What follows belongs to an exercise in optimizing a design on an open flow for small area; a production flow would make more cautious choices. In this exercise RTL edits were held to simulation tests only and were not proved equivalent to the original. No driver is modelled on the clock port, so clock power and skew are understated where the tree is cut down; a real chip needs a root buffer or a tree. Power is estimated from default activity; no workload was simulated.

## arm_fire_controller_core
module arm_fire_controller_core #(
    parameter int PHASE_BITS = afc_pkg::PHASE_BITS_DEF,
    parameter int LEVEL_BITS = afc_pkg::LEVEL_BITS_DEF
) (
    input  wire logic                            i_clk,
    input  wire logic                            i_rst_n,
    input  wire logic                            i_cfg_valid,
    output logic                                 o_cfg_ready,
    input  wire logic [afc_pkg::CFG_IDX_W-1:0]   i_cfg_index,
    input  wire logic [afc_pkg::CFG_DATA_W-1:0]  i_cfg_data,
    input  wire logic                            i_s_tvalid,
    output logic                                 o_s_tready,
    input  wire logic [afc_pkg::IN_DATA_W-1:0]   i_s_tdata,
    output logic                                 o_m_tvalid,
    input  wire logic                            i_m_tready,
    output logic [afc_pkg::OUT_DATA_W-1:0]       o_m_tdata,
    output logic                                 o_m_tlast
);
    logic [15:0] r_startup_ms;
    logic [15:0] r_firing_ms;
    logic [15:0] r_debounce_ms;
    logic [9:0]  r_blink_ms;
    logic [12:0] r_phase_step;
    logic [4:0]  cfg_we;
    logic [15:0] cfg_d0, cfg_d1;
    assign cfg_d0 = i_cfg_data & {16{i_rst_n}};      
    assign cfg_d1 = i_cfg_data | {16{!i_rst_n}};     
    always_comb begin
        for (int i = 0; i < 5; i++)
  ...
Size in the first run: about 750 cells after synthesis, ~140 flip-flops, ~52 I/O pins.
export LEC_CHECK = 0
export ABC_AREA = 1
export CAP_MARGIN = 20
export CORE_MARGIN = 2
export CORE_UTILIZATION = 60
export SLEW_MARGIN = 20
export BUFFER_PORTS_ARGS = -buffer_cell sky130_fd_sc_hd__buf_1
export CTS_ARGS = -sink_clustering_enable -repair_clock_nets -root_buf sky130_fd_sc_hd__clkbuf_8 -buf_list sky130_fd_sc_hd__clkbuf_4 -dont_use_dummy_load
export POST_CTS_TCL = /design/flow/flow/post_cts.tcl
create_clock -name core_clock -period 20.0 [get_ports {i_clk}]
standard.sh (not shown) runs the stock make flow with config.mk's settings and CLKGATE_MAP_FILE= SYNTH_SCRIPT=/design/flow/synth_recipe.tcl, a recipe that flattens the netlist after the stock synthesis.
==> flow/flow/run.sh <==
#!/bin/bash
# Own flow: the standard flow (standard.sh, unchanged synthesis) with
#  - buf_1 as the port buffer,
#  - a clock tree of clkbuf_4 leaves under a clkbuf_8 root, no dummy loads,
#  - after CTS (flow/post_cts.tcl): pairs of nearby clock leaves merged into
#    one, leaves that drive more than 9 sinks upsized to clkbuf_8 to keep
#    flip-flop clock slew low, and logic cells and buffers that synthesis or
#    placement upsized set back to their smallest size (repair_design then
#    fixes any slew or capacitance limit).
# All tool output: standard.log here, and ORFS's own logs under orfs/logs.
set -euo pipefail
cp standard.sh standard.sh.txt
cat >> config.mk <<EOT
export BUFFER_PORTS_ARGS = -buffer_cell sky130_fd_sc_hd__buf_1
export CTS_ARGS = -sink_clustering_enable -repair_clock_nets -root_buf sky130_fd_sc_hd__clkbuf_8 -buf_list sky130_fd_sc_hd__clkbuf_4 -dont_use_dummy_load
export POST_CTS_TCL = $PWD/flow/post_cts.tcl
EOT
bash standard.sh > standard.log 2>&1
==> flow/flow/post_cts.tcl <==
# 1. Merge pairs of nearby clock leaf buffers (CTS makes 16 leaves of about
#    9 sinks) into one leaf each, then size every leaf by its fanout.
set db [ord::get_db]
set block [ord::get_db_block]
set cb4 [$db findMaster sky130_fd_sc_hd__clkbuf_4]
set cb8 [$db findMaster sky130_fd_sc_hd__clkbuf_8]
proc out_net {inst} {
  foreach it [$inst getITerms] {
    if {[$it isOutputSignal]} { return [$it getNet] }
  }
  return "NULL"
}
proc fanout {inst} {
  set n [out_net $inst]
  if {$n eq "NULL"} { return 0 }
  return [expr {[llength [$n getITerms]] - 1}]
}
set leaves {}
foreach inst [$block getInsts] {
  if {[[$inst getMaster] getName] eq "sky130_fd_sc_hd__clkbuf_4"} { lappend leaves $inst }
}
set merged 0
set used [dict create]
foreach a $leaves {
  if {[dict exists $used $a]} { continue }
  set best ""
  set bestd 1e18
  lassign [$a getLocation] ax ay
  foreach b $leaves {
    if {$b eq $a || [dict exists $used $b]} { continue }
    if {[fanout $a] + [fanout $b] > 18} { continue }
    lassign [$b getLocation] bx by
    set dd [expr {abs($ax - $bx) + abs($ay - $by)}]
    if {$dd < $bestd} { set bestd $dd; set best $b }
  }
  if {$best eq "" || $bestd > 60000} { continue }
  dict set used $a 1
  dict set used $best 1
  set na [out_net $a]
  set nb [out_net $best]
  foreach it [$nb getITerms] {
    if {[$it getInst] eq $best} { continue }
    $it disconnect
    $it connect $na
  }
  foreach it [$best getITerms] { $it disconnect }
  odb::dbInst_destroy $best
  odb::dbNet_destroy $nb
  incr merged
}
puts "post_cts: merged $merged pairs of clock leaf buffers"
set n 0
foreach inst [$block getInsts] {
  if {[[$inst getMaster] getName] ne "sky130_fd_sc_hd__clkbuf_4"} { continue }
  if {[fanout $inst] > 9} {
    $inst swapMaster $cb8
    incr n
  }
}
puts "post_cts: upsized $n clock leaf buffers to clkbuf_8"
set d 0
foreach inst [[ord::get_db_block] getInsts] {
  set m [[$inst getMaster] getName]
  if {![regexp {^sky130_fd_sc_hd__([a-z0-9]+)_([0-9]+)$} $m -> base sz]} { continue }
  if {[regexp {^(clk|buf|dly|df|edf|sdf|dl|conb|tap|fill|decap|lpflow|probe)} $base]} { continue }
  if {$sz <= 1} { continue }
  foreach small [list sky130_fd_sc_hd__${base}_1 sky130_fd_sc_hd__${base}_0] {
    set sm [$db findMaster $small]
    if {$sm ne "NULL"} {
      $inst swapMaster $sm
      incr d
      break
    }
  }
}
puts "post_cts: downsized $d logic cells"
# buffers that placement added for slew or capacitance: smallest size, and
# repair_design below sizes back up what still needs it
set b 0
set buf1 [$db findMaster sky130_fd_sc_hd__buf_1]
foreach inst [[ord::get_db_block] getInsts] {
  if {[regexp {^sky130_fd_sc_hd__buf_([0-9]+)$} [[$inst getMaster] getName] -> sz] && $sz > 1} {
    $inst swapMaster $buf1
    incr b
  }
}
puts "post_cts: downsized $b buffers"
estimate_parasitics -placement
repair_design -slew_margin $::env(SLEW_MARGIN) -cap_margin $::env(CAP_MARGIN)
detailed_placement
check_placement -verbose
estimate_parasitics -placement
==> next run, changes <==
==> flow/flow/run.sh (replaced) <==
#!/bin/bash
# Own flow: the standard flow (standard.sh, unchanged synthesis) with
#  - buf_1 as the port buffer,
#  - a clock tree of clkbuf_4 leaves under a clkbuf_16 root, no dummy loads,
#  - after CTS, pairs of nearby leaves merged and leaves that drive more
#    than 9 sinks upsized to clkbuf_8
#    (flow/post_cts.tcl) to keep flip-flop clock slew low; logic cells
#    that synthesis upsized go back to their smallest size there.
# All tool output: standard.log here, and ORFS's own logs under orfs/logs.
set -euo pipefail
cp standard.sh standard.sh.txt
cat >> config.mk <<EOT
export BUFFER_PORTS_ARGS = -buffer_cell sky130_fd_sc_hd__buf_1
export CTS_ARGS = -sink_clustering_enable -repair_clock_nets -root_buf sky130_fd_sc_hd__clkbuf_8 -buf_list sky130_fd_sc_hd__clkbuf_4 -dont_use_dummy_load
export POST_CTS_TCL = $PWD/flow/post_cts.tcl
EOT
bash standard.sh > standard.log 2>&1
--- a/flow/flow/post_cts.tcl
+++ b/flow/flow/post_cts.tcl
@@ -24,3 +24,3 @@
 foreach a $leaves {
-  if {[dict exists $used $a]} { continue }
+  if {[dict exists $used [$a getName]]} { continue }
   set best ""
@@ -29,3 +29,3 @@
   foreach b $leaves {
-    if {$b eq $a || [dict exists $used $b]} { continue }
+    if {$b eq $a || [dict exists $used [$b getName]]} { continue }
     if {[fanout $a] + [fanout $b] > 18} { continue }
@@ -36,4 +36,4 @@
   if {$best eq "" || $bestd > 60000} { continue }
-  dict set used $a 1
-  dict set used $best 1
+  dict set used [$a getName] 1
+  dict set used [$best getName] 1
   set na [out_net $a]
--- a/flow/config.mk
+++ b/flow/config.mk
@@ -7,6 +7,5 @@
 export LEC_CHECK = 0
-export ABC_AREA = 1
 export CAP_MARGIN = 20
 export CORE_MARGIN = 2
-export CORE_UTILIZATION = 60
+export CORE_UTILIZATION = 40
 export SLEW_MARGIN = 20
Effect: The changed run ran to the end with no violations; synthesized area came out higher by 2.1%; final area came out higher by 5.8%; power came out higher by 1.6%; maximum frequency came out higher by 1.1%; count of clock-buffer cells in the layout is unchanged.
==> next run, changes <==
--- a/flow/flow/run.sh
+++ b/flow/flow/run.sh
@@ -4,4 +4,3 @@
 #  - a clock tree of clkbuf_4 leaves under a clkbuf_16 root, no dummy loads,
-#  - after CTS, pairs of nearby leaves merged and leaves that drive more
-#    than 9 sinks upsized to clkbuf_8
+#  - after CTS, leaves that drive more than 9 sinks upsized to clkbuf_8
 #    (flow/post_cts.tcl) to keep flip-flop clock slew low; logic cells
==> flow/flow/post_cts.tcl (replaced) <==
# 1. Upsize clock leaf buffers with a large fanout.
# 2. Swap logic cells that synthesis upsized back to their smallest size
#    (the design has many ns of slack), then let repair_design fix any
#    slew or capacitance limit this breaks, and legalize again.
set db [ord::get_db]
set big [$db findMaster sky130_fd_sc_hd__clkbuf_8]
set n 0
foreach inst [[ord::get_db_block] getInsts] {
  if {[[$inst getMaster] getName] ne "sky130_fd_sc_hd__clkbuf_4"} { continue }
  set fo 0
  foreach it [$inst getITerms] {
    if {[$it isOutputSignal] && [$it getNet] ne "NULL"} {
      set fo [expr {[llength [[$it getNet] getITerms]] - 1}]
    }
  }
  if {$fo > 9} {
    $inst swapMaster $big
    incr n
  }
}
puts "post_cts: upsized $n clock leaf buffers to clkbuf_8"
set d 0
foreach inst [[ord::get_db_block] getInsts] {
  set m [[$inst getMaster] getName]
  if {![regexp {^sky130_fd_sc_hd__([a-z0-9]+)_([0-9]+)$} $m -> base sz]} { continue }
  if {[regexp {^(clk|buf|dly|df|edf|sdf|dl|conb|tap|fill|decap|lpflow|probe)} $base]} { continue }
  if {$sz <= 1} { continue }
  foreach small [list sky130_fd_sc_hd__${base}_1 sky130_fd_sc_hd__${base}_0] {
    set sm [$db findMaster $small]
    if {$sm ne "NULL"} {
      $inst swapMaster $sm
      incr d
      break
    }
  }
}
puts "post_cts: downsized $d logic cells"
# buffers that placement added for slew or capacitance: smallest size, and
# repair_design below sizes back up what still needs it
set b 0
set buf1 [$db findMaster sky130_fd_sc_hd__buf_1]
foreach inst [[ord::get_db_block] getInsts] {
  if {[regexp {^sky130_fd_sc_hd__buf_([0-9]+)$} [[$inst getMaster] getName] -> sz] && $sz > 1} {
    $inst swapMaster $buf1
    incr b
  }
}
puts "post_cts: downsized $b buffers"
estimate_parasitics -placement
repair_design -slew_margin $::env(SLEW_MARGIN) -cap_margin $::env(CAP_MARGIN)
detailed_placement
check_placement -verbose
estimate_parasitics -placement
--- a/flow/config.mk
+++ b/flow/config.mk
@@ -7,5 +7,6 @@
 export LEC_CHECK = 0
+export ABC_AREA = 1
 export CAP_MARGIN = 20
 export CORE_MARGIN = 2
-export CORE_UTILIZATION = 40
+export CORE_UTILIZATION = 60
 export SLEW_MARGIN = 20
The changed run ran to the end with no violations.
Global-route usage is higher by 9.1 points.
Setup slack gets worse by 35 ps.
Critical path depth is higher by 2.
First-iteration DRC count is lower by 11%.
Non-clock buffer count is lower by 5.
Count of clock-buffer cells in the layout is higher by 6.
Area after synthesis is lower by 2.1%.
Fmax is lower by 0.44%.
==> next run, changes <==
--- a/flow/flow/run.sh
+++ b/flow/flow/run.sh
@@ -12,3 +12,3 @@
 export BUFFER_PORTS_ARGS = -buffer_cell sky130_fd_sc_hd__buf_1
-export CTS_ARGS = -sink_clustering_enable -repair_clock_nets -root_buf sky130_fd_sc_hd__clkbuf_8 -buf_list sky130_fd_sc_hd__clkbuf_4 -dont_use_dummy_load
+export CTS_ARGS = -sink_clustering_enable -repair_clock_nets -root_buf sky130_fd_sc_hd__clkbuf_16 -buf_list sky130_fd_sc_hd__clkbuf_4 -dont_use_dummy_load
 export POST_CTS_TCL = $PWD/flow/post_cts.tcl
--- a/flow/flow/post_cts.tcl
+++ b/flow/flow/post_cts.tcl
@@ -24,4 +24,3 @@
   set m [[$inst getMaster] getName]
-  if {![regexp {^sky130_fd_sc_hd__([a-z0-9]+)_([0-9]+)$} $m -> base sz]} { continue }
-  if {[regexp {^(clk|buf|dly|df|edf|sdf|dl|conb|tap|fill|decap|lpflow|probe)} $base]} { continue }
+  if {![regexp {^sky130_fd_sc_hd__(nand|nor|and|or|xor|xnor|inv|a[0-9]+[a-z]*|o[0-9]+[a-z]*|mux2i|mux2|mux4)_([0-9]+)$} $m -> base sz]} { continue }
   if {$sz <= 1} { continue }
@@ -37,13 +36,2 @@
 puts "post_cts: downsized $d logic cells"
-# buffers that placement added for slew or capacitance: smallest size, and
-# repair_design below sizes back up what still needs it
-set b 0
-set buf1 [$db findMaster sky130_fd_sc_hd__buf_1]
-foreach inst [[ord::get_db_block] getInsts] {
-  if {[regexp {^sky130_fd_sc_hd__buf_([0-9]+)$} [[$inst getMaster] getName] -> sz] && $sz > 1} {
-    $inst swapMaster $buf1
-    incr b
-  }
-}
-puts "post_cts: downsized $b buffers"
 estimate_parasitics -placement
--- a/flow/config.mk
+++ b/flow/config.mk
@@ -13,3 +13,3 @@
 export BUFFER_PORTS_ARGS = -buffer_cell sky130_fd_sc_hd__buf_1
-export CTS_ARGS = -sink_clustering_enable -repair_clock_nets -root_buf sky130_fd_sc_hd__clkbuf_8 -buf_list sky130_fd_sc_hd__clkbuf_4 -dont_use_dummy_load
+export CTS_ARGS = -sink_clustering_enable -repair_clock_nets -root_buf sky130_fd_sc_hd__clkbuf_16 -buf_list sky130_fd_sc_hd__clkbuf_4 -dont_use_dummy_load
 export POST_CTS_TCL = /design/flow/flow/post_cts.tcl
What happened:
- clock-buffer cell count does not change
- power increases by about 1.3%
- critical path depth is lower by 4
- final area went up by 1.5%
- clock skew barely changes
- clock power climbs by about 3%

==> separate check: timing with driven ports <==
How much do the figures lean on ideal ports? The routed layouts below were timed once more, with nothing changed but the port constraints.
Step 1: set_driving_cell puts a clkbuf_16 on i_clk and a buf_2 on each other input, an assumption about the parent block.
Step 2 times the ports against the registers' clock, not the clock port: input delays grow and output delays shrink by t, the midpoint of the rising clock arrivals with the driver on.
Three values: ideal ports, drivers, drivers and shift; two values: the first two.
run | shift t [ns] | setup slack, ns | worst data-port slew with drivers (ns)
the first run | 0.435 | 11.896 / 11.896 / 11.896 | 0.03
the second run | 0.443 | 11.983 / 11.983 / 11.983 | 0.04
the third run | 0.464 | 11.948 / 11.948 / 11.948 | 0.03
the fourth run | 0.407 | 12.095 / 12.095 / 12.095 | 0.03
After both steps setup and hold are still met in every run listed.
